This is an optimization exercise on Yosys and OpenROAD, whose aim is small area, not a production implementation. The RTL was checked by simulation tests, not by an equivalence proof against the original design. Power and IR drop assume default switching activity.

===== flow/run.sh =====
#!/bin/bash
# Standard layout with two changes: the smallest buffer on every port, and
# an area-oriented ABC script for the combinational logic in synthesis
# (registers, flattening and renaming exactly as the standard synthesis).
set -e
here=$(pwd)
export BUFFER_PORTS_ARGS="-buffer_cell sky130_fd_sc_hd__buf_1"
export SKIP_REPAIR_TIE_FANOUT=1
export MY_ABC_SCRIPT="$here/flow/abc_small.script"
sed 's|log_cmd abc {\*}$abc_args|log_cmd abc {*}[lreplace $abc_args 1 1 $::env(MY_ABC_SCRIPT)]|' \
  "$FLOW_HOME/scripts/synth.tcl" > "$here/synth_small.tcl"
grep -q 'MY_ABC_SCRIPT' "$here/synth_small.tcl"
sed "s|source \$::env(SCRIPTS_DIR)/synth.tcl|source $here/synth_small.tcl|" \
  "$here/synth_recipe.tcl" > "$here/synth_recipe_small.tcl"
grep -q 'synth_small.tcl' "$here/synth_recipe_small.tcl"
bash standard.sh SYNTH_SCRIPT="$here/synth_recipe_small.tcl" finish > standard.log 2>&1

===== flow/abc_small.script =====
strash
balance
rewrite
refactor
balance
rewrite
rewrite -z
balance
refactor -z
rewrite -z
balance
&get -n
&st
&dch
&nf -R 1000
&put
topo
buffer -c
dnsize -c

===== standard.sh =====
#!/bin/bash
# synth_recipe.tcl (not shown) runs the flow's synth.tcl, then flattens the netlist and writes it again
# the make line also repeats each setting of config.mk as NAME=value (left out here)
make -C /OpenROAD-flow-scripts/flow DESIGN_CONFIG=/design/flow/config.mk WORK_HOME=/design/flow/orfs CLKGATE_MAP_FILE= SYNTH_SCRIPT=/design/flow/synth_recipe.tcl "${@:-finish}"

===== config.mk =====
export PLATFORM = sky130hd
export DESIGN_NAME = x86_exec_top
export DESIGN_NICKNAME = x86_exec_top
export VERILOG_FILES = /design/flow/design.v
export SDC_FILE = /design/flow/constraint.sdc
export NUM_CORES = 4
export LEC_CHECK = 0
export ABC_AREA = 1
export CAP_MARGIN = 20
export CORE_MARGIN = 2
export CORE_UTILIZATION = 75
export SLEW_MARGIN = 20

===== constraint.sdc =====
create_clock -name core_clock -period 12.0 [get_ports {clk}]
set_input_delay 2.4000 -clock core_clock [delete_from_list [all_inputs] [get_ports {clk}]]
set_output_delay 2.4000 -clock core_clock [all_outputs]
set_load 0.01 [all_outputs]

===== design.v =====
package x86_exec_pkg;
  typedef logic [32-1:0] word_t;
  typedef logic [32-1:0] eflags_t;
  typedef logic [3:0]             ilen_t;
  typedef enum logic [6:0] {
    cmd_nop,
    cmd_add, cmd_adc, cmd_inc, cmd_sub, cmd_sbb, cmd_dec, cmd_cmp,
    cmd_and, cmd_test, cmd_or, cmd_xor, cmd_not,
    cmd_shl, cmd_shr, cmd_rol, cmd_ror,
    cmd_push, cmd_pop, cmd_callr, cmd_calli, cmd_ret,
    cmd_loop, cmd_loope, cmd_loopne,
    cmd_mov, cmd_lea, cmd_movsx, cmd_movzx, cmd_xchg,
    cmd_stc, cmd_clc, cmd_std, cmd_cld, cmd_lahf, cmd_sahf,
    cmd_jmp, cmd_jz, cmd_jnz, cmd_jecxz
  } cmd_e;
  typedef struct packed {
    logic df;
    logic af;
    logic cf;
    logic pf;
    logic zf;
    logic sf;
    logic of;
  } status_t;
  typedef enum logic [3:0] {
    alu_add, alu_sub, alu_and, alu_or, alu_xor,
    alu_shl, alu_shr, alu_rol, alu_ror, alu_none
  } alu_op_e;
  typedef struct packed {
    alu_op_e op;
    logic    src_inv;      
    logic    use_carry;    
    logic    keep_cf;      
    logic    no_flags;     
    logic    clear_cf_of;  
  } alu_cntl_t;
  typedef struct packed {
    cmd_e  opc;
    word_t opnd0;
    word_t opnd1;
    word_t opnd2;
    ilen_t instr_len;
    logic  ecx_is_zero;
  } exec_req_t;
  typedef struct packed {
    word_t   opnd0_w;
    word_t   opnd1_w;
    eflags_t eflags;
    word_t   next_eip;
  } exec_res_t;
endpackage
`timescale 1ns/100ps
module x86_exec_top (
  input  logic                    clk,
  input  logic                    arst_n,
  input  logic                    instr_valid,
  input  x86_exec_pkg::exec_req_t req,
  output logic                    res_valid,
  output x86_exec_pkg::exec_res_t res,
  output x86_exec_pkg::eflags_t   eflags,
  output x86_exec_pkg::word_t     eip
);
  logic [6:0]  opc;
  logic [31:0] a, b, c;
  logic [3:0]  ilen;
  logic        ecxz;
  assign opc  = req[107:101];
  assign a    = req[100:69];
  assign b    = req[68:37];
  assign c    = req[36:5];
  assign ilen = req[4:1];
  assign ecxz = req[0];
  logic        started;              
  logic        f_cf, f_pf, f_af, f_zf, f_sf, f_df, f_of;
  logic [31:0] r_eip;                
  logic [31:0] r_op0, r_op1;
  logic o_add, o_adc, o_inc, o_sub, o_sbb, o_dec, o_cmp;
  logic o_and, o_test, o_or, o_xor, o_not;
  logic o_shl, o_shr, o_rol, o_ror;
  logic o_push, o_pop, o_callr, o_calli, o_ret, o_loop, o_loope, o_loopne;
  logic o_mov, o_lea, o_movsx, o_movzx, o_xchg;
  logic o_stc, o_clc, o_std, o_cld, o_lahf, o_sahf;
  logic o_jmp, o_jz, o_jnz, o_jecxz;
  assign o_add    = opc == 7'd1;
  assign o_adc    = opc == 7'd2;
  assign o_inc    = opc == 7'd3;
  assign o_sub    = opc == 7'd4;
  assign o_sbb    = opc == 7'd5;
  assign o_dec    = opc == 7'd6;
  assign o_cmp    = opc == 7'd7;
  assign o_and    = opc == 7'd8;
  assign o_test   = opc == 7'd9;
  assign o_or     = opc == 7'd10;
  assign o_xor    = opc == 7'd11;
  assign o_not    = opc == 7'd12;
  assign o_shl    = opc == 7'd13;
  assign o_shr    = opc == 7'd14;
  assign o_rol    = opc == 7'd15;
  assign o_ror    = opc == 7'd16;
  assign o_push   = opc == 7'd17;
  assign o_pop    = opc == 7'd18;
  assign o_callr  = opc == 7'd19;
  assign o_calli  = opc == 7'd20;
  assign o_ret    = opc == 7'd21;
  assign o_loop   = opc == 7'd22;
  assign o_loope  = opc == 7'd23;
  assign o_loopne = opc == 7'd24;
  assign o_mov    = opc == 7'd25;
  assign o_lea    = opc == 7'd26;
  assign o_movsx  = opc == 7'd27;
  assign o_movzx  = opc == 7'd28;
  assign o_xchg   = opc == 7'd29;
  assign o_stc    = opc == 7'd30;
  assign o_clc    = opc == 7'd31;
  assign o_std    = opc == 7'd32;
  assign o_cld    = opc == 7'd33;
  assign o_lahf   = opc == 7'd34;
  assign o_sahf   = opc == 7'd35;
  assign o_jmp    = opc == 7'd36;
  assign o_jz     = opc == 7'd37;
  assign o_jnz    = opc == 7'd38;
  assign o_jecxz  = opc == 7'd39;
  logic is_loop, adj_sub, adj_add, is_adj;
  logic ar_add, ar_sub, is_arith, is_logic, is_shift;
  assign is_loop  = o_loop | o_loope | o_loopne;
  assign adj_sub  = o_push | o_callr | o_calli | is_loop;
  assign adj_add  = o_pop | o_ret;
  assign is_adj   = adj_sub | adj_add;
  assign ar_add   = o_add | o_adc | o_inc;
  assign ar_sub   = o_sub | o_sbb | o_dec | o_cmp;
  assign is_arith = ar_add | ar_sub;
  assign is_logic = o_and | o_test | o_or | o_xor;
  assign is_shift = o_shl | o_shr | o_rol | o_ror;
  logic [31:0] opa, opb, sum, al;
  logic [32:0] cy;   
  logic        b_is_b, b_is_c, b_inv, cin;
  logic [3:0] x;
  logic       hi, hi_b, sx, kc, m_and, m_or, cin_lo;
  assign hi = opc[4];
  assign x  = opc[3:0];
  assign hi_b   = hi & ~(x == 4'd11 | x == 4'd12);
  assign sx     = hi & (x == 4'd11);
  assign b_is_b = ~hi & ~(x == 4'd3 | x == 4'd6 | x == 4'd12);
  assign b_is_c = hi & (~x[3] | x == 4'd8);
  assign b_inv  = ~hi ? x[2] : (x[3] ? (x == 4'd8) : ((x[2] ^ x[0]) | ~(x[1] ^ x[2])));
  assign cin_lo = (x == 4'd2) ? f_cf : (x == 4'd5) ? ~f_cf : (x == 4'd3 | x == 4'd4 | x == 4'd7);
  assign cin    = hi ? b_inv : cin_lo;
  assign kc     = hi | ~x[3];
  assign m_and  = ~hi & x[3] & ~x[2] & ~x[1];
  assign m_or   = ~hi & (x == 4'd10);
  always_comb begin
    for (int i = 0; i < 32; i++) begin
      if (i < 8)
        opa[i] = hi ? b[i] : a[i];
      else
        opa[i] = (a[i] & ~hi) | (b[i] & hi_b) | (b[7] & sx);
      opb[i] = ((b[i] & b_is_b) | (c[i] & b_is_c)) ^ b_inv;
    end
  end
  logic [31:0] cg, fs, fc, pp, fin;
  logic [4:0]  bc;                   
  logic [3:0]  bp;
  logic        sum_z;
  always_comb begin
    for (int i = 0; i < 32; i++) begin
      if (i == 0)             cg[i] = cin;
      else if (i % 8 == 0)    cg[i] = 1'b0;
      else                    cg[i] = fc[i-1] & kc;
      fs[i] = opa[i] ^ opb[i] ^ cg[i];
      fc[i] = (opa[i] & opb[i]) | (opa[i] & cg[i]) | (opb[i] & cg[i]);
      if (i % 8 == 0) pp[i] = 1'b1;
      else            pp[i] = pp[i-1] & fs[i-1];
    end
    for (int k = 0; k < 4; k++) bp[k] = pp[8*k+7] & fs[8*k+7];
    sum_z = 1'b1;
    for (int k = 0; k < 4; k++) sum_z &= bc[k] ? bp[k] : ~|fs[8*k +: 8];
    bc[0] = 1'b0;
    bc[1] = fc[7] & kc;
    for (int k = 1; k < 4; k++)
      bc[k+1] = (fc[8*k+7] | (bc[k] & bp[k])) & (kc | (k == 3));
    for (int i = 0; i < 32; i++)
      fin[i] = fs[i] ^ (bc[i/8] & pp[i]);
  end
  assign sum = fin;
  assign cy[32] = bc[4];
  assign cy[4]  = fc[3];
  always_comb begin
    if (m_and)      al = fc;
    else if (m_or)  al = fin | fc;
    else            al = fin;
  end
  logic [4:0]  n, m;
  logic [31:0] r0, r1, r2, r3, r4, rot, thr, mask, sh;
  logic        sh_right, sh_left, n_nz;
  assign n        = b[4:0];
  assign n_nz     = |n;
  assign sh_right = o_shr | o_ror;
  assign sh_left  = o_shl | o_rol;
  assign m        = is_shift ? (sh_right ? (5'd0 - n) : n) : 5'd0;
  assign r0  = m[0] ? {a[30:0],  a[31]}     : a;
  assign r1  = m[1] ? {r0[29:0], r0[31:30]} : r0;
  assign r2  = m[2] ? {r1[27:0], r1[31:28]} : r1;
  assign r3  = m[3] ? {r2[23:0], r2[31:24]} : r2;
  assign r4  = m[4] ? {r3[15:0], r3[31:16]} : r3;
  assign rot = r4;
  always_comb begin
    for (int i = 0; i < 32; i++) begin
      thr[i] = (5'(i) >= n);
      mask[i] = ~(o_shl | o_shr) | (o_shl & thr[i]) | (o_shr & thr[31-i]);
    end
  end
  assign sh = rot & mask;
  logic        r_zf, r_sf, r_pf, nz;
  logic        c_cf, c_af, c_of;
  assign nz   = |al;
  assign r_zf = is_shift ? ~|sh : ~nz;
  assign r_sf = is_shift ? sh[31] : al[31];
  assign r_pf = is_shift ? ~^sh[7:0] : ~^al[7:0];
  assign c_cf = cy[32] ^ x[2];
  assign c_af = cy[4] ^ x[2];
  assign c_of = (opa[31] ~^ opb[31]) & (fin[31] ^ opa[31]);
  logic n_cf, n_pf, n_af, n_zf, n_sf, n_df, n_of;
  always_comb begin
    n_cf = f_cf; n_pf = f_pf; n_af = f_af; n_zf = f_zf;
    n_sf = f_sf; n_df = f_df; n_of = f_of;
    if (is_arith) begin
      if (!(o_inc | o_dec)) n_cf = c_cf;
      n_af = c_af;
      n_of = c_of;
      n_zf = r_zf; n_sf = r_sf; n_pf = r_pf;
    end
    if (is_logic) begin
      n_cf = 1'b0; n_af = 1'b0; n_of = 1'b0;
      n_zf = r_zf; n_sf = r_sf; n_pf = r_pf;
    end
    if (is_shift && n_nz) begin
      n_cf = sh_left ? rot[0] : rot[31];
      if (o_shl | o_shr) begin
        n_zf = r_zf; n_sf = r_sf; n_pf = r_pf;
      end
    end
    if (o_stc) n_cf = 1'b1;
    if (o_clc) n_cf = 1'b0;
    if (o_std) n_df = 1'b1;
    if (o_cld) n_df = 1'b0;
    if (o_sahf) begin
      n_sf = a[15]; n_zf = a[14]; n_af = a[12]; n_pf = a[10]; n_cf = a[8];
    end
  end
  logic [31:0] w0, w1;
  logic        w0_al;
  assign w0_al = is_arith & ~o_cmp | o_and | o_or | o_xor | o_not |
                 o_mov | o_lea | o_movsx | o_movzx | o_xchg;
  always_comb begin
    w0 = w0_al ? al : sh;
    if (o_lahf) w0[15:8] = {f_sf, f_zf, 1'b0, f_af, 1'b0, f_pf, 1'b1, f_cf};
  end
  assign w1 = is_adj ? sum : (o_xchg ? a : b);
  logic        taken;
  logic [31:0] eip_cur, eip_in, eip_nxt;
  logic [3:0]  len_v;
  always_comb begin
    taken = o_jmp | o_callr | o_calli | o_ret |
            (o_jz & f_zf) | (o_jnz & ~f_zf) | (o_jecxz & ecxz) |
            (o_loop & ~sum_z) | (o_loope & ~sum_z & f_zf) | (o_loopne & ~sum_z & ~f_zf);
  end
  assign eip_cur = {r_eip[31:13], r_eip[12] | ~started, r_eip[11:0]};
  assign eip_in  = {r_eip[31:13], r_eip[12] | (~started & instr_valid), r_eip[11:0]};
  assign len_v   = ilen & {4{instr_valid}};
  logic [32:0] ec;
  logic [31:0] es;
  always_comb begin
    ec[0] = 1'b0;
    for (int i = 0; i < 32; i++) begin
      if (i < 4) begin
        es[i]   = eip_in[i] ^ len_v[i] ^ ec[i];
        ec[i+1] = (eip_in[i] & len_v[i]) | (eip_in[i] & ec[i]) | (len_v[i] & ec[i]);
      end else begin
        es[i]   = eip_in[i] ^ ec[i];
        ec[i+1] = eip_in[i] & ec[i];
      end
    end
  end
  assign eip_nxt = (taken & instr_valid) ? a : es;
  always_ff @(posedge clk or negedge arst_n) begin
    if (!arst_n) begin
      res_valid <= 1'b0;
      started   <= 1'b0;
      r_eip     <= '0;
    end else begin
      res_valid <= instr_valid;
      started   <= started | instr_valid;
      r_eip     <= eip_nxt;
    end
  end
  always_ff @(posedge clk or negedge arst_n) begin
    if (!arst_n) begin
      f_cf <= 1'b0; f_pf <= 1'b0; f_af <= 1'b0; f_zf <= 1'b0;
      f_sf <= 1'b0; f_df <= 1'b0; f_of <= 1'b0;
      r_op0 <= '0;
      r_op1 <= '0;
    end else if (instr_valid) begin
      f_cf <= n_cf; f_pf <= n_pf; f_af <= n_af; f_zf <= n_zf;
      f_sf <= n_sf; f_df <= n_df; f_of <= n_of;
      r_op0 <= w0;
      r_op1 <= w1;
    end
  end
  logic [31:0] fl;
  assign fl = {20'd0, f_of, f_df, 2'b00, f_sf, f_zf, 1'b0, f_af, 1'b0, f_pf, 1'b1, f_cf};
  assign eflags = fl;
  assign eip    = eip_cur;
  assign res    = {r_op0, r_op1, fl[31:2], started, fl[0], r_eip};
endmodule

==> results of run 1 <==
cells in the final DEF (no fill, tap or decap), types with 20 or more instances in the layout:
cell type / n
a21oi_1: 131
a221oi_1: 20
a22oi_1: 45
buf_1: 252
buf_4: 37
dfrtp_1: 105
fa_1: 32
ha_1: 47
inv_1: 31
mux2_2: 36
mux2i_1: 99
nand2_1: 124
nor2_1: 102
o21ai_0: 128
o2bb2ai_1: 21
xnor2_1: 31
xor2_1: 24
worst max-delay path by stage:
| stage | start | endpoint | depth (start not counted) |
|---|---|---|---|
| after floorplan | req[103] | r_eip[14] | 36 |
| after global placement | req[104] | r_eip[25] | 32 |
| after detailed placement | req[102] | r_eip[29] | 32 |
| after CTS | req[102] | r_eip[17] | 32 |
| after global routing | req[104] | f_zf | 37 |
| final | req[104] | f_zf | 36 |
registers in the layout, summed over array words and instances, names as in the netlist:
signal     flops
f_of           1
f_pf           1
f_cf           1
started        1
f_zf           1
res_valid      1
r_op0         32
f_sf           1
r_eip         32
r_op1         32
f_df           1
f_af           1
through the flow:
step	setup slack [ns]	hold slack (ns)
6_report	0.440	0.481
4_1_cts	0.715	0.483
3_3_place_gp	0.734	0.462
2_1_floorplan	1.00	0.460
3_5_place_dp	0.455	0.465
5_1_grt	0.0156	0.499
area by class of cell:
| class | instances | area, sq um | share of cell area [%] |
|---|---|---|---|
| Multi-Input combinational cell | 1092 | 7750 | 63.2 |
| Sequential cell | 105 | 2630 | 21.4 |
| Timing Repair Buffer | 292 | 1240 | 10.1 |
| Tap cell | 188 | 235 | 1.92 |
| Clock buffer | 9 | 225 | 1.84 |
| Inverter | 32 | 120 | 0.979 |
| Clock inverter | 6 | 62.6 | 0.510 |
| Antenna cell | 1 | 2.50 | 0.0204 |
power breakdown:
| part | internal (uW) | switching, uW |
|---|---|---|
| registers | 437 | 77.0 |
| clock network | 146 | 160 |
| logic | 328 | 583 |
| total | 910 | 820 |
cell families (layout without fill, tap and decap cells):
group	Yosys count	after routing	synth area share, %
compound gates	470	470	25.6
simple gates	351	351	13.9
buf+inv	233	339	10.7
mux	135	135	12.1
flops	105	105	22.8
fa+ha+maj	79	79	10.7
xor+xnor	55	55	4.18
other cells	2	3	0.0651
routing by layer:
metal | global-route usage, % | up-vias | share of wire (%)
li1 | - | 5289 | -
met1 | 68.2 | 5818 | 34
met2 | 75.7 | 1346 | 40
met3 | 23.9 | 395 | 17
met4 | 38.7 | 4 | 10
met5 | 0 | - | 0.057
==> flow_summary.yaml, run 1 <==
die:
  fp.dieH_um: 128
  initial_core_util_pct: 76.5
  num_rows: 45
  die-width_um: 128
  io_pins: 304
  core_sq_um: 15100
  dieArea_sq_um: 16400
timing:
  max_freq_ghz: 0.0865
  finalHoldViolCount: 0
  rsz0062_at_grt: "no"
  tightest_slew_ns: 1.10
  slew_violations: 0
  post-route-min-period_ns: 11.56
  tns_ns: 0
  relSlewSlack_pct: 26.3
  period_share_pct: 96.3
  fin_skew_ns: 0.00878
  finalSetupViolCount: 0
synthesis:
  yosys-top-cells-area: "dfrtp_1, mux2i_1, buf_4"
  syn_area_per_cell_sq_um: 8.07
  synthCells: 1430
  yosysMostFrequentCell: "a21oi_1"
  async_flop_share_pct: 100
  synth-edff-count: 0
  synth.ff_latch_count: 105
  synth_largest_area_cell: "dfrtp_1"
  ys.flop_type: "dfrtp_1"
  syn_nets: 1620
  synth_area_sq_um: 11500
  yosys-top-cells-count: "a21oi_1, o21ai_0, nand2_1"
  yosysSeqAreaShare_pct: 22.8
  synth_cell_types: 61
  synth_warnings: 1
  yosysTopAreaCellShare_pct: 22.8
worst_setup_path:
  crit_path_start_kind: "input port"
  reg2reg_slack_ns: 3.20
  slowest_stage: "nor3_1"
  crit_buf_inv: 2
  crit_family: "simple AND/OR/NAND/NOR gates"
  rr_worst_depth: 35
  cp_data_required_time_ns: 12.30
  worstSetupPathType: "in -> reg"
  crit_path_end_kind: "register"
  crit_arrival_ns: 11.86
  timing.rr.end: "r_eip[5]"
  worst_path_most_repeated_cell: "fa_1"
  r2r_start: "f_cf"
  path_max_fanout: 31
  max_stage_delay_ns: 0.47
cts:
  cts_setup_buffers: 0
  cts-buffers-inserted: 9
  clk_pin_slew_worst_paths_ns: 0.08
  clkLatencyLatePin_ns: 0.38
  clock-sinks: 105
  ctsResizeCount: 0
  cts_tree: "done"
  htree_levels: 3
  hold_buffers: 0
  cts_buffer_depth: 2
  ctsRootBufferMaster: "clkbuf_16"
pwr:
  vdd_ir_drop_max_uv: 117
  p_leak_uw: 0.00533
  p_per_area_nw_per_um2: 141
  power_uw: 1730
place:
  port-buffer-count: 254
  dpl.hpwl_mm: 33.3
  place_area_sq_um: 12000
  dp.cells: 1708
  place.gp.congestion: 1.11
drt:
  wl_per_cell_um: 26.4
  drt_iter0_drc: 2302
  firstDrtPassIters: 15
  drc: 0
  antenna_left: 0
  via_per_inst: 7.45
  num_vias: 12852
  wl_mm: 45.5
min_path:
  hold_end: "r_op1[31]"
  hp-class: "reg -> reg"
  whs_path_depth: 1
  worstHoldStart: "r_op1[31]"
global_routing:
  grt_start_max_net_pins: 63
  grt_pass1_vias: 11579
  antenna_found_initial: 4
  grt_first_pass_wirelength_mm: 67.0
  grt_use_total_pct: 54.7
  overflow: 0
flow_run:
  max-cap-violations: 0
finish:
  fin_util_pct: 81.3
  stdcell_count: 1725
  fillers: 1009
  drive_above_1_share_pct: 7.68
  design_area_sq_um: 12300
  nets: 1722
  area_growth_pct: 6.37
run_status:
  status: "finished clean"
==> inputs of run 2 (changes only) <==
--- a/config.mk
+++ b/config.mk
@@ -8,5 +8,5 @@
 export ABC_AREA = 1
 export CAP_MARGIN = 20
 export CORE_MARGIN = 2
-export CORE_UTILIZATION = 75
+export CORE_UTILIZATION = 65
 export SLEW_MARGIN = 20
==> run 2 against run 1 <==
Against the previous run: total power down 0.82%; critical endpoint unchanged; critical path type unchanged; critical path depth up 7; global-route usage down 8.5 points; largest cell class unchanged.
==> flow_summary.yaml, run 2 <==
die:
  dieArea_sq_um: 18800
  num_rows: 48
  fp.dieH_um: 137
  die-width_um: 137
  initial_core_util_pct: 66.7
  core_sq_um: 17300
  io_pins: 304
pwr:
  vdd_ir_drop_max_uv: 120
  p_seq_share_pct: 29.6
  p_sw_uw: 804
  p_leak_uw: 0.00535
  switching_share_pct: 46.9
  power_frac_comb_pct: 52.0
  pwr-share-clk_pct: 18.4
  p_int_uw: 911
  p_per_area_nw_per_um2: 139
synthesis:
  synth-edff-count: 0
  syn_nets: 1620
  syn_area_per_cell_sq_um: 8.07
  synth_area_sq_um: 11500
  yosysMostFrequentCell: "a21oi_1"
  synth_largest_area_cell: "dfrtp_1"
  synth_cell_types: 61
  yosysTopAreaCellShare_pct: 22.8
  synthCells: 1430
  yosys-top-cells-area: "dfrtp_1, mux2i_1, buf_4"
  ys.flop_type: "dfrtp_1"
  synth.ff_latch_count: 105
  synth_warnings: 1
  async_flop_share_pct: 100
  yosys-top-cells-count: "a21oi_1, o21ai_0, nand2_1"
  yosysSeqAreaShare_pct: 22.8
finish:
  stdcell_count: 1765
  final_common_cell: "buf_1"
  diodes: 0
  reg_top3: "r_eip x32, r_op0 x32, r_op1 x32"
  area_growth_pct: 7.02
  nets: 1726
  final_cell_mix: "buf_1, a21oi_1, o21ai_0"
  fillers: 1422
  drive_above_1_share_pct: 7.99
timing:
  tns_ns: 0
  tightest_slew_ns: 1.22
  rsz0062_at_grt: "no"
  finalSetupViolCount: 0
  slew_violations: 0
  max_freq_ghz: 0.0889
  period_share_pct: 93.8
  fin_skew_ns: 0.00986
  post-route-min-period_ns: 11.25
  finalHoldViolCount: 0
  relSlewSlack_pct: 18.3
global_routing:
  antenna_found_initial: 0
  grt_first_pass_wirelength_mm: 64.9
  grt_pass1_vias: 11089
  gr-usage-met3_pct: 13.4
  top_usage_layer: "met2"
  grt_use_total_pct: 46.3
  grt_start_max_net_pins: 61
  met1_usage_pct: 61.6
  met2_usage_pct: 67.4
  overflow: 0
cts:
  cts-buffers-inserted: 9
  cts_setup_buffers: 0
  clock-sinks: 105
  htree_levels: 3
  ctsResizeCount: 0
  cts_buffer_depth: 2
  hold_buffers: 0
  clk_pin_slew_worst_paths_ns: 0.09
  ctsRootBufferMaster: "clkbuf_16"
  clkLatencyLatePin_ns: 0.37
  cts_tree: "done"
drt:
  wl_per_cell_um: 25.0
  via_per_inst: 6.92
  wl_mm: 44.2
  drc: 0
  drt_iter0_drc: 1525
  antenna_left: 0
  firstDrtPassIters: 7
  num_vias: 12218
place:
  port-buffer-count: 254
  dpl.hpwl_mm: 33.8
  dp.cells: 1750
  place.gp.congestion: 1.02
worst_setup_path:
  path_max_fanout: 11
  worstSetupPathType: "in -> reg"
  max_stage_delay_ns: 0.45
  crit_arrival_ns: 11.55
  slowest_stage: "nor3_4"
  crit_path_end_kind: "register"
  worst_path_most_repeated_cell: "fa_1"
  cp_data_required_time_ns: 12.30
  reg2reg_slack_ns: 3.32
  crit_path_start_kind: "input port"
run_status:
  status: "finished clean"
flow_run:
  max-cap-violations: 0
min_path:
  hp-class: "reg -> reg"
==> run 2: critical path: cells and delay by family <==
family | cells | cell delay, ns
AO/OA/AOI/OAI | 8 | 1.10
XOR/XNOR | 2 | 0.37
buffers and inverters | 1 | 0.43
AND/OR/NAND/NOR | 23 | 4.14
adder cells (fa/ha/maj) | 9 | 3.10
==> run 2: power by group through the flow <==
stage               sequential (uW)  clock (uW)  combinational (uW)
floorplan                       537           0                 599
global placement                507           0                 839
detailed placement              513           0                 861
CTS                             507         310                 867
global route                    519         323                 964
finish                          508         315                 893
==> run 2: final timing paths <==
path / depth (start not counted) / endpoint / start
setup reg to reg: 36 / r_eip[9] / f_cf
max in group asynchronous: 2 / r_op1[1] / arst_n
min in group asynchronous: 1 / r_op1[27] / arst_n
setup / recovery: 43 / f_zf / req[104]
hold / removal: 1 / r_op1[29] / r_op1[29]
hold reg to reg: 1 / r_op1[29] / r_op1[29]
==> run 2: layout make-up <==
type | count | area [sq um] | area share, %
multi-input cells | 1092 | 7760 | 62.8
flip-flops and latches | 105 | 2630 | 21.3
repair buffers | 296 | 1270 | 10.3
well taps | 225 | 282 | 2.28
clock buffers | 9 | 225 | 1.82
inverters | 32 | 120 | 0.973
clock inverters | 6 | 57.6 | 0.466
==> run 2: cells by family (layout without fill, tap and decap cells) <==
kind of cell    Yosys count  after routing  synth area share, %
compound gates          470            470                 25.6
xor+xnor                 55             55                 4.18
fa+ha+maj                79             79                 10.7
buf+inv                 233            343                 10.7
flops                   105            105                 22.8
mux                     135            135                 12.1
other cells               2              2               0.0651
simple gates            351            351                 13.9
==> run 2: metrics by stage <==
stage / utilization [%] / setup slack, ns / hold WS, ns / area (sq um) / total power [uW]
3_5_place_dp: 69.7 / 0.422 / 0.465 / 12100 / 1370
4_1_cts: 71.3 / 0.759 / 0.486 / 12300 / 1680
5_1_grt: 71.4 / 0.103 / 0.494 / 12300 / 1810
6_report: 71.4 / 0.750 / 0.485 / 12300 / 1720
3_3_place_gp: 69.7 / 0.615 / 0.462 / 12100 / 1350
2_1_floorplan: - / 1.00 / 0.460 / 11500 / 1140
==> run 2: layer usage <==
| layer | vias to the layer above | routed length, um | share of wire [%] |
|---|---|---|---|
| li1 | 5295 | - | - |
| met1 | 5735 | 16800 | 38 |
| met2 | 1016 | 18400 | 42 |
| met3 | 172 | 6030 | 14 |
| met4 | 0 | 2920 | 6.6 |
| met5 | - | 0 | 0 |
==> inputs of run 3 (changes only) <==
==> flow/abc_small.script (replaced) <==
strash
balance -l
rewrite -l
refactor -l
balance -l
rewrite -l
rewrite -z -l
balance -l
refactor -z -l
rewrite -z -l
balance -l
&get -n
&st
&dch
&nf -R 1000
&put
topo
buffer -c
dnsize -c
==> run 3 against run 2 <==
Against the previous run: first-iteration DRC count decreased by 3.2%; still clean on timing, DRC and antenna; core utilization increased by 0.80 points; critical path depth increased by 2; synthesized cell count decreased by 1.2%; clock skew increased by 0.0033 ns; highest routed layer unchanged; design area increased by 1.1%.
==> flow_summary.yaml, run 3 <==
global_routing:
  top_usage_layer: "met2"
  grt_first_pass_wirelength_mm: 63.4
  grt_use_total_pct: 45.6
  antenna_found_initial: 0
  met2_usage_pct: 66.9
  overflow: 0
  met1_usage_pct: 59.8
  grt_pass1_vias: 10903
  grt_start_max_net_pins: 86
  gr-usage-met3_pct: 11.2
cts:
  cts_tree: "done"
  clkLatencyLatePin_ns: 0.37
  cts-buffers-inserted: 9
  clk_pin_slew_worst_paths_ns: 0.09
  hold_buffers: 0
  htree_levels: 3
  cts_buffer_depth: 2
  ctsRootBufferMaster: "clkbuf_16"
  clock-sinks: 105
pwr:
  p_leak_uw: 0.00542
  p_per_area_nw_per_um2: 136
  vdd_ir_drop_max_uv: 114
drt:
  drc: 0
  antenna_left: 0
  via_per_inst: 6.93
  wl_mm: 43.6
  firstDrtPassIters: 7
  num_vias: 12233
  drt_iter0_drc: 1476
  wl_per_cell_um: 24.7
synthesis:
  yosys-top-cells-area: "dfrtp_1, mux2i_1, buf_4"
  syn_area_per_cell_sq_um: 8.11
  synth_cell_types: 57
  yosysSeqAreaShare_pct: 22.9
  ys.flop_type: "dfrtp_1"
  synth_area_sq_um: 11500
  yosys-top-cells-count: "a21oi_1, o21ai_0, nor2_1"
  synth_warnings: 1
  synthCells: 1413
  synth-edff-count: 0
  yosysTopAreaCellShare_pct: 22.9
  synth.ff_latch_count: 105
  synth_largest_area_cell: "dfrtp_1"
  syn_nets: 1603
  async_flop_share_pct: 100
timing:
  relSlewSlack_pct: 32.9
  post-route-min-period_ns: 11.47
  period_share_pct: 95.6
  tightest_slew_ns: 0.999
  max_freq_ghz: 0.0872
  finalSetupViolCount: 0
  rsz0062_at_grt: "yes"
  slew_violations: 0
  finalHoldViolCount: 0
  fin_skew_ns: 0.0131
  fin_hold_ws_ns: 0.482
die:
  dieArea_sq_um: 18700
  io_pins: 304
  die-width_um: 137
  fp.dieH_um: 137
  num_rows: 48
  initial_core_util_pct: 66.3
  core_sq_um: 17300
worst_setup_path:
  max_stage_delay_ns: 0.44
  cp_data_required_time_ns: 12.29
  crit_arrival_ns: 11.76
  worstSetupPathType: "in -> reg"
  slowest_stage: "fa_1"
  crit_path_start_kind: "input port"
  path_max_fanout: 6
  crit_path_end_kind: "register"
  worst_path_most_repeated_cell: "fa_1"
finish:
  reg_top3: "r_eip x32, r_op0 x32, r_op1 x32"
  nets: 1726
  diodes: 0
  fillers: 1419
  design_area_sq_um: 12500
  final_cell_mix: "buf_1, o21ai_0, a21oi_1"
  area_growth_pct: 8.90
  final_common_cell: "buf_1"
  drive_above_1_share_pct: 9.47
min_path:
  hp-class: "reg -> reg"
place:
  place_area_sq_um: 12100
  port-buffer-count: 254
  place.gp.congestion: 1.07
  dpl.hpwl_mm: 33.4
flow_run:
  max-cap-violations: 0
run_status:
  status: "finished clean"
## run 3: cells by family after synthesis
family / count (synthesis) / share of synthesized area (%)
AO/OA/AOI/OAI: 463 / 25.5
AND/OR/NAND/NOR: 344 / 13.7
buffers and inverters: 227 / 10.5
multiplexers: 135 / 12.2
flip-flops: 105 / 22.9
adder cells (fa/ha/maj): 79 / 10.7
XOR/XNOR: 58 / 4.43
other: 2 / 0.0655
## run 3: layer usage
metal,vias to the layer above,wire length [um]
li1,5282,-
met3,209,6020
met2,1017,18200
met5,-,0
met1,5725,16000
met4,0,3350
## run 3: path summary, 6_finish.rpt
check | end | slack (ns) | cells past startpoint | from
hold reg to reg | r_op1[22] | 0.48 | 1 | r_op1[22]
max in group asynchronous | r_op0[9] | 8.72 | 2 | arst_n
setup reg to reg | f_zf | 2.99 | 43 | f_cf
min in group asynchronous | r_op1[21] | 2.09 | 1 | arst_n
setup / recovery | f_zf | 0.53 | 45 | req[103]
hold / removal | r_op1[22] | 0.48 | 1 | r_op1[22]
## run 3: through the flow
step	setup slack [ns]	util, %	cells	total power [uW]	TNS [ns]
6_report	0.533	72.2	1766	1690	0
5_1_grt	-0.0980	72.2	1766	1790	-0.259
4_1_cts	0.328	71.7	1764	1660	0
3_5_place_dp	-0.0146	70.0	1748	1350	-0.0313
3_3_place_gp	0.230	70.0	1748	1320	0
2_1_floorplan	0.0186	-	1413	1100	0
## run 3: critical path, delay by kind of cell
kind / cells / cell delay [ns]
buf+inv: 4 / 0.54
xor+xnor: 1 / 0.16
compound gates: 5 / 0.94
fa+ha+maj: 9 / 3.21
simple gates: 26 / 4.49
## run 3: power by group
part           switching (uW)  internal (uW)  total (uW)
combinational             555            327         882
clock                     162            151         313
sequential               67.9            432         500
## run 3: repair_timing
action,in CTS,in global routing
gates resized for setup,0,9
buffers inserted,0,1
endpoints found under the setup margin,0,36
## run 3: final cells by class
class / instances / area, sq um / share of cell area (%)
Clock buffer: 9 / 225 / 1.80
Clock inverter: 7 / 78.8 / 0.631
Inverter: 28 / 105 / 0.842
Multi-Input combinational cell: 1081 / 7750 / 62.1
Sequential cell: 105 / 2630 / 21.0
Tap cell: 225 / 282 / 2.26
Timing Repair Buffer: 311 / 1420 / 11.4
==> inputs of run 4 (changes only) <==
--- a/flow/run.sh
+++ b/flow/run.sh
@@ -6,6 +6,8 @@
 here=$(pwd)
 export BUFFER_PORTS_ARGS="-buffer_cell sky130_fd_sc_hd__buf_1"
 export SKIP_REPAIR_TIE_FANOUT=1
+# Clock tree: no dummy loads, larger sink clusters
+export CTS_ARGS="-sink_clustering_enable -repair_clock_nets -dont_use_dummy_load -sink_clustering_size 50 -sink_clustering_max_diameter 300"
 export MY_ABC_SCRIPT="$here/flow/abc_small.script"
 sed 's|log_cmd abc {\*}$abc_args|log_cmd abc {*}[lreplace $abc_args 1 1 $::env(MY_ABC_SCRIPT)]|' \
   "$FLOW_HOME/scripts/synth.tcl" > "$here/synth_small.tcl"
==> flow/abc_small.script (replaced) <==
strash
balance
rewrite
refactor
balance
rewrite
rewrite -z
balance
refactor -z
rewrite -z
balance
&get -n
&st
&dch
&nf -R 1000
&put
topo
buffer -c
dnsize -c
==> run 4 against run 3 <==
Against the previous run: still clean on timing, DRC and antenna; maximum frequency grew 0.52%; clock skew up 0.0020 ns; die area rose by 0.62%; global-route usage grew 0.85 points; cell count shrank 0.40%; sequential power grew 2%; critical path type unchanged; critical endpoint unchanged.
==> flow_summary.yaml, run 4 <==
synthesis:
  syn_nets: 1620
  yosysMostFrequentCell: "a21oi_1"
  syn_area_per_cell_sq_um: 8.07
  synth_largest_area_cell: "dfrtp_1"
  synth_warnings: 1
  synth_cell_types: 61
  yosysSeqAreaShare_pct: 22.8
  async_flop_share_pct: 100
  yosysTopAreaCellShare_pct: 22.8
  ys.flop_type: "dfrtp_1"
  yosys-top-cells-count: "a21oi_1, o21ai_0, nand2_1"
  yosys-top-cells-area: "dfrtp_1, mux2i_1, buf_4"
  synthCells: 1430
  synth-edff-count: 0
  synth_area_sq_um: 11500
  synth.ff_latch_count: 105
pwr:
  p_leak_uw: 0.00532
  p_int_uw: 898
  p_seq_share_pct: 30.3
  p_per_area_nw_per_um2: 137
  power_frac_comb_pct: 53.3
  pwr-share-clk_pct: 16.4
  vdd_ir_drop_max_uv: 120
  p_sw_uw: 779
  switching_share_pct: 46.4
  power_uw: 1680
cts:
  clk_pin_slew_worst_paths_ns: 0.07
  clock-sinks: 105
  ctsRootBufferMaster: "clkbuf_16"
  clkLatencyLatePin_ns: 0.37
  cts_tree: "done"
  hold_buffers: 0
  cts_buffer_depth: 2
  htree_levels: 3
  cts-buffers-inserted: 9
place:
  pre_cts_slack_ns: 0.422
  dpl.hpwl_mm: 33.8
  port-buffer-count: 254
  place.gp.congestion: 1.02
worst_setup_path:
  worst_path_most_repeated_cell: "fa_1"
  startpoint: "req[104]"
  slowest_stage: "nor2b_1"
  crit_family: "simple AND/OR/NAND/NOR gates"
  crit_path_end_kind: "register"
  crit_path_start_kind: "input port"
  crit_buf_inv: 2
  r2r_start: "f_cf"
  cp_data_required_time_ns: 12.29
  worstSetupPathType: "in -> reg"
  max_stage_delay_ns: 0.46
  path_max_fanout: 11
  crit_arrival_ns: 11.70
finish:
  nets: 1726
  area_growth_pct: 6.50
  final_cell_mix: "buf_1, a21oi_1, o21ai_0"
  drive_above_1_share_pct: 7.56
  reg_top3: "r_eip x32, r_op0 x32, r_op1 x32"
  diodes: 0
  final_common_cell: "buf_1"
drt:
  num_vias: 12252
  firstDrtPassIters: 8
  drc: 0
  antenna_left: 0
  wl_per_cell_um: 25.3
  via_per_inst: 6.97
  drt_iter0_drc: 1623
  wl_mm: 44.5
global_routing:
  grt_start_max_net_pins: 61
  grt_pass1_vias: 11036
  overflow: 0
  grt_use_total_pct: 46.5
  grt_first_pass_wirelength_mm: 65.2
  antenna_found_initial: 0
timing:
  setup_ws_ns: 0.592
  period_share_pct: 95.1
  fin_skew_ns: 0.0151
  rsz0062_at_grt: "no"
  finalSetupViolCount: 0
  finalHoldViolCount: 0
  relSlewSlack_pct: 20.2
  tightest_slew_ns: 1.19
  slew_violations: 0
  post-route-min-period_ns: 11.41
  tns_ns: 0
  fin_hold_ws_ns: 0.481
  max_freq_ghz: 0.0877
die:
  core_sq_um: 17300
  initial_core_util_pct: 66.7
  dieArea_sq_um: 18800
  die-width_um: 137
  fp.dieH_um: 137
  io_pins: 304
  num_rows: 48
min_path:
  worstHoldStart: "r_op1[29]"
  hp-class: "reg -> reg"
flow_run:
  max-cap-violations: 0
run_status:
  status: "finished clean"
run 4: cell count changes after synthesis, sizes merged, moves of 4 or more:
| cell | delta |
|---|---|
| nand2 | +18 |
| nor2 | -14 |
| a21o | -11 |
| a21oi | +10 |
| o22ai | -9 |
| o211ai | +8 |
| nor4 | -7 |
| o2bb2ai | +7 |
| a221oi | +6 |
| o21ai | +6 |
| xor2 | -6 |
| inv | +4 |
run 4: per-layer routing:
layer / share of wire, % / track usage (%)
met5: 0 / 0
met4: 7.2 / 25.9
met3: 14 / 13.2
met2: 41 / 67.6
met1: 38 / 62.1
run 4: what timing repair did:
| action | in CTS | in global routing |
|---|---|---|
| endpoints found under the hold margin | 0 | 0 |
| resized for setup | 0 | 2 |
| setup endpoints to repair | 0 | 1 |
| setup buffers | 0 | 0 |
run 4: kinds of logic after synthesis:
kind of cell,count (synthesis),share of synthesized area (%)
muxes,135,12.1
adders and majority gates,79,10.7
and+or+nand+nor,351,13.9
AOI/OAI and AO/OA,470,25.6
other,2,0.0651
xor gates and xnor gates,55,4.18
buffers and inverters,233,10.7
DFF,105,22.8
run 4: stage by stage:
stage                     util [%]  instance area (sq um)  cells
final                         71.0                  12300   1759
after global routing          71.0                  12300   1759
after CTS                     71.0                  12300   1759
after detailed placement      69.7                  12100   1750
after global placement        69.7                  12100   1750
after floorplan                  -                  11500   1430
run 4: power groups by stage:
stage               Sequential, uW  Clock, uW  Combinational (uW)
floorplan                      537          0                 599
global placement               507          0                 839
detailed placement             513          0                 861
CTS                            507        272                 867
global route                   519        284                 964
finish                         508        275                 894
run 4: final cells by class:
type / instances / area, sq um
Clock buffer: 9 / 225
Fill cell: 1425 / 5010
Inverter: 32 / 120
Multi-Input combinational cell: 1092 / 7760
Sequential cell: 105 / 2630
Tap cell: 225 / 282
Timing Repair Buffer: 296 / 1270
run 4: final timing paths:
path	to	slack, ns	cells past startpoint
setup / recovery	f_zf	0.59	41
hold / removal	r_op1[29]	0.48	1
setup reg to reg	r_eip[9]	3.36	36
hold reg to reg	r_op1[29]	0.48	1
max in group asynchronous	r_op1[1]	8.66	2
min in group asynchronous	r_op1[27]	2.07	1
==> inputs of run 5 (changes only) <==
--- a/config.mk
+++ b/config.mk
@@ -8,5 +8,5 @@
 export ABC_AREA = 1
 export CAP_MARGIN = 20
 export CORE_MARGIN = 2
-export CORE_UTILIZATION = 65
+export CORE_UTILIZATION = 75
 export SLEW_MARGIN = 20
==> run 5 against run 4 <==
Against the previous run: sequential power up 1%; highest routed layer unchanged; synthesized cell count unchanged; first-iteration DRC count up 50%; largest cell class unchanged; maximum frequency down 1.3%.
==> flow_summary.yaml, run 5 <==
run_status:
  status: "finished clean"
synthesis:
  yosysTopAreaCellShare_pct: 22.8
  yosys-top-cells-count: "a21oi_1, o21ai_0, nand2_1"
  synthCells: 1430
  yosysSeqAreaShare_pct: 22.8
  async_flop_share_pct: 100
  synth.ff_latch_count: 105
  yosysMostFrequentCell: "a21oi_1"
  ys.flop_type: "dfrtp_1"
  synth-edff-count: 0
  synth_warnings: 1
  synth_cell_types: 61
  syn_nets: 1620
  synth_largest_area_cell: "dfrtp_1"
  yosys-top-cells-area: "dfrtp_1, mux2i_1, buf_4"
  syn_area_per_cell_sq_um: 8.07
  synth_area_sq_um: 11500
cts:
  ctsRootBufferMaster: "clkbuf_16"
  clock-sinks: 105
  cts_tree: "done"
  clk_pin_slew_worst_paths_ns: 0.07
  cts-buffers-inserted: 9
  htree_levels: 3
  cts_buffer_depth: 2
  clkLatencyLatePin_ns: 0.37
  cts_setup_buffers: 0
drt:
  wl_per_cell_um: 26.0
  drt_iter0_drc: 2433
  antenna_left: 0
  drc: 0
  firstDrtPassIters: 12
  wl_mm: 44.8
  via_per_inst: 7.46
  num_vias: 12832
finish:
  fin_util_pct: 81.0
  final_cell_mix: "buf_1, a21oi_1, o21ai_0"
  area_growth_pct: 5.90
  seqCellArea_sq_um: 2630
  final_common_cell: "buf_1"
  reg_top3: "r_eip x32, r_op0 x32, r_op1 x32"
  drive_above_1_share_pct: 7.45
  fillers: 1021
  multi_input_area_sq_um: 7760
  design_area_sq_um: 12200
  nets: 1722
die:
  fp.dieH_um: 128
  die-width_um: 128
  core_sq_um: 15100
  dieArea_sq_um: 16400
  io_pins: 304
  num_rows: 45
  initial_core_util_pct: 76.5
timing:
  slew_violations: 0
  period_share_pct: 96.3
  relSlewSlack_pct: 27.0
  setup_ws_ns: 0.445
  tns_ns: 0
  rsz0062_at_grt: "no"
  finalHoldViolCount: 0
  post-route-min-period_ns: 11.56
  finalSetupViolCount: 0
  fin_skew_ns: 0.0193
  max_freq_ghz: 0.0865
  tightest_slew_ns: 1.09
flow_run:
  max-cap-violations: 0
pwr:
  p_per_area_nw_per_um2: 138
  p_leak_uw: 0.00530
  power_uw: 1690
  vdd_ir_drop_max_uv: 113
worst_setup_path:
  crit_path_end_kind: "register"
  worst_path_most_repeated_cell: "fa_1"
  reg2reg_slack_ns: 3.20
  worstSetupPathType: "in -> reg"
  crit_path_start_kind: "input port"
  rr_worst_depth: 35
  crit_arrival_ns: 11.83
  path_max_fanout: 31
  slowest_stage: "fa_1"
  max_stage_delay_ns: 0.46
  cp_data_required_time_ns: 12.28
place:
  port-buffer-count: 254
  pre_cts_slack_ns: 0.455
  place.gp.congestion: 1.11
  dpl.hpwl_mm: 33.3
  place_area_sq_um: 12000
global_routing:
  overflow: 0
  grt_pass1_vias: 11388
  antenna_found_initial: 3
  grt_use_total_pct: 53.8
  grt_first_pass_wirelength_mm: 66.1
  grt_start_max_net_pins: 63
min_path:
  whs_path_depth: 1
  hp-class: "reg -> reg"
-- run 5: cell counts after synthesis --
Identical to the previous run, type by type.
-- run 5: what timing repair did --
| action | in CTS | in global routing |
|---|---|---|
| hold buffers | 0 | 0 |
| gates resized for setup | 0 | 3 |
| endpoints found under the setup margin | 0 | 15 |
-- run 5: worst paths after layout --
path	startpoint	end
max reg2reg	f_cf	r_eip[29]
min in group asynchronous	arst_n	r_op1[11]
max	req[103]	f_zf
max in group asynchronous	arst_n	r_op0[2]
min	r_op1[29]	r_op1[29]
min reg2reg	r_op1[29]	r_op1[29]
-- run 5: logic make-up (layout without fill, tap and decap cells) --
group / after synthesis / count (layout) / share of synthesized area (%)
AO/OA/AOI/OAI: 470 / 470 / 25.6
multiplexers: 135 / 135 / 12.1
flip-flops: 105 / 105 / 22.8
XOR/XNOR: 55 / 55 / 4.18
AND/OR/NAND/NOR: 351 / 351 / 13.9
buffers and inverters: 233 / 333 / 10.7
adder cells (fa/ha/maj): 79 / 79 / 10.7
other: 2 / 4 / 0.0651
-- run 5: layout make-up --
cell class                 count  share of cell area, %
antenna                        2                 0.0410
clock buffer                   9                   1.84
inverter                      32                  0.983
multi-input combinational   1092                   63.5
tap                          188                   1.93
timing repair buffer         292                   10.2
sequential                   105                   21.5
-- run 5: through the flow --
stage,instances,hold WS [ns]
final,1720,0.480
after global routing,1720,0.496
after CTS,1717,0.480
after detailed placement,1708,0.465
after global placement,1708,0.462
after floorplan,1430,0.460
-- run 5: where the power goes --
part	switching, uW	leakage [uW]	internal, uW	total, uW
Combinational	579	0.00393	328	907
Sequential	75.6	0.00126	437	513
Clock	134	0.000111	133	267
Total	789	0.00530	898	1690
-- run 5: routing by layer --
| metal | global-route usage [%] | wire [um] | up-vias |
|---|---|---|---|
| li1 | - | - | 5290 |
| met5 | 0 | 0 | - |
| met4 | 36.2 | 4210 | 0 |
| met2 | 75.7 | 18000 | 1380 |
| met3 | 20.8 | 7470 | 355 |
| met1 | 68.3 | 15100 | 5807 |
-- run 5: worst max-delay path, delay by kind of cell --
family	cells	cell delay, ns
AOI/OAI and AO/OA	7	1.08
xor gates and xnor gates	1	0.25
adders and majority gates	9	3.34
buffers and inverters	3	0.99
and+or+nand+nor	18	3.71

[re-timing with driven ports]
Ports are ideal in the flow. The routed layouts listed here were re-timed in OpenROAD. Step 1 (the two cells are an assumption about what drives the block):
set clk [get_ports {clk}]
set_driving_cell -lib_cell sky130_fd_sc_hd__clkbuf_16 $clk
set_driving_cell -lib_cell sky130_fd_sc_hd__buf_2 [delete_from_list [all_inputs] $clk]
Step 2, shift: input delay + t, output delay - t, t = (earliest + latest rising clock arrival at the registers) / 2. This alone moves slack from input paths to output paths. Three values: no drivers, after step 1, after step 2; two values: the first two.
run | shift t [ns] | setup WS [ns] | hold WS [ns] | latest minus earliest clock arrival (ns)
run 1 | 0.420 | 0.440 / 0.433 / 0.013 | 0.481 / 0.481 / 0.481 | 0.012 / 0.011
run 2 | 0.413 | 0.750 / 0.744 / 0.331 | 0.485 / 0.485 / 0.485 | 0.018 / 0.018
run 3 | 0.408 | 0.533 / 0.550 / 0.141 | 0.482 / 0.482 / 0.482 | 0.014 / 0.013
run 4 | 0.403 | 0.592 / 0.592 / 0.188 | 0.481 / 0.481 / 0.481 | 0.015 / 0.015
run 5 | 0.404 | 0.445 / 0.434 / 0.030 | 0.480 / 0.480 / 0.480 | 0.019 / 0.019
After both steps every run listed still meets setup and hold. The setup slack of run 1, which loses most, moves by -0.007 ns with the drivers and by -0.427 ns with both steps.
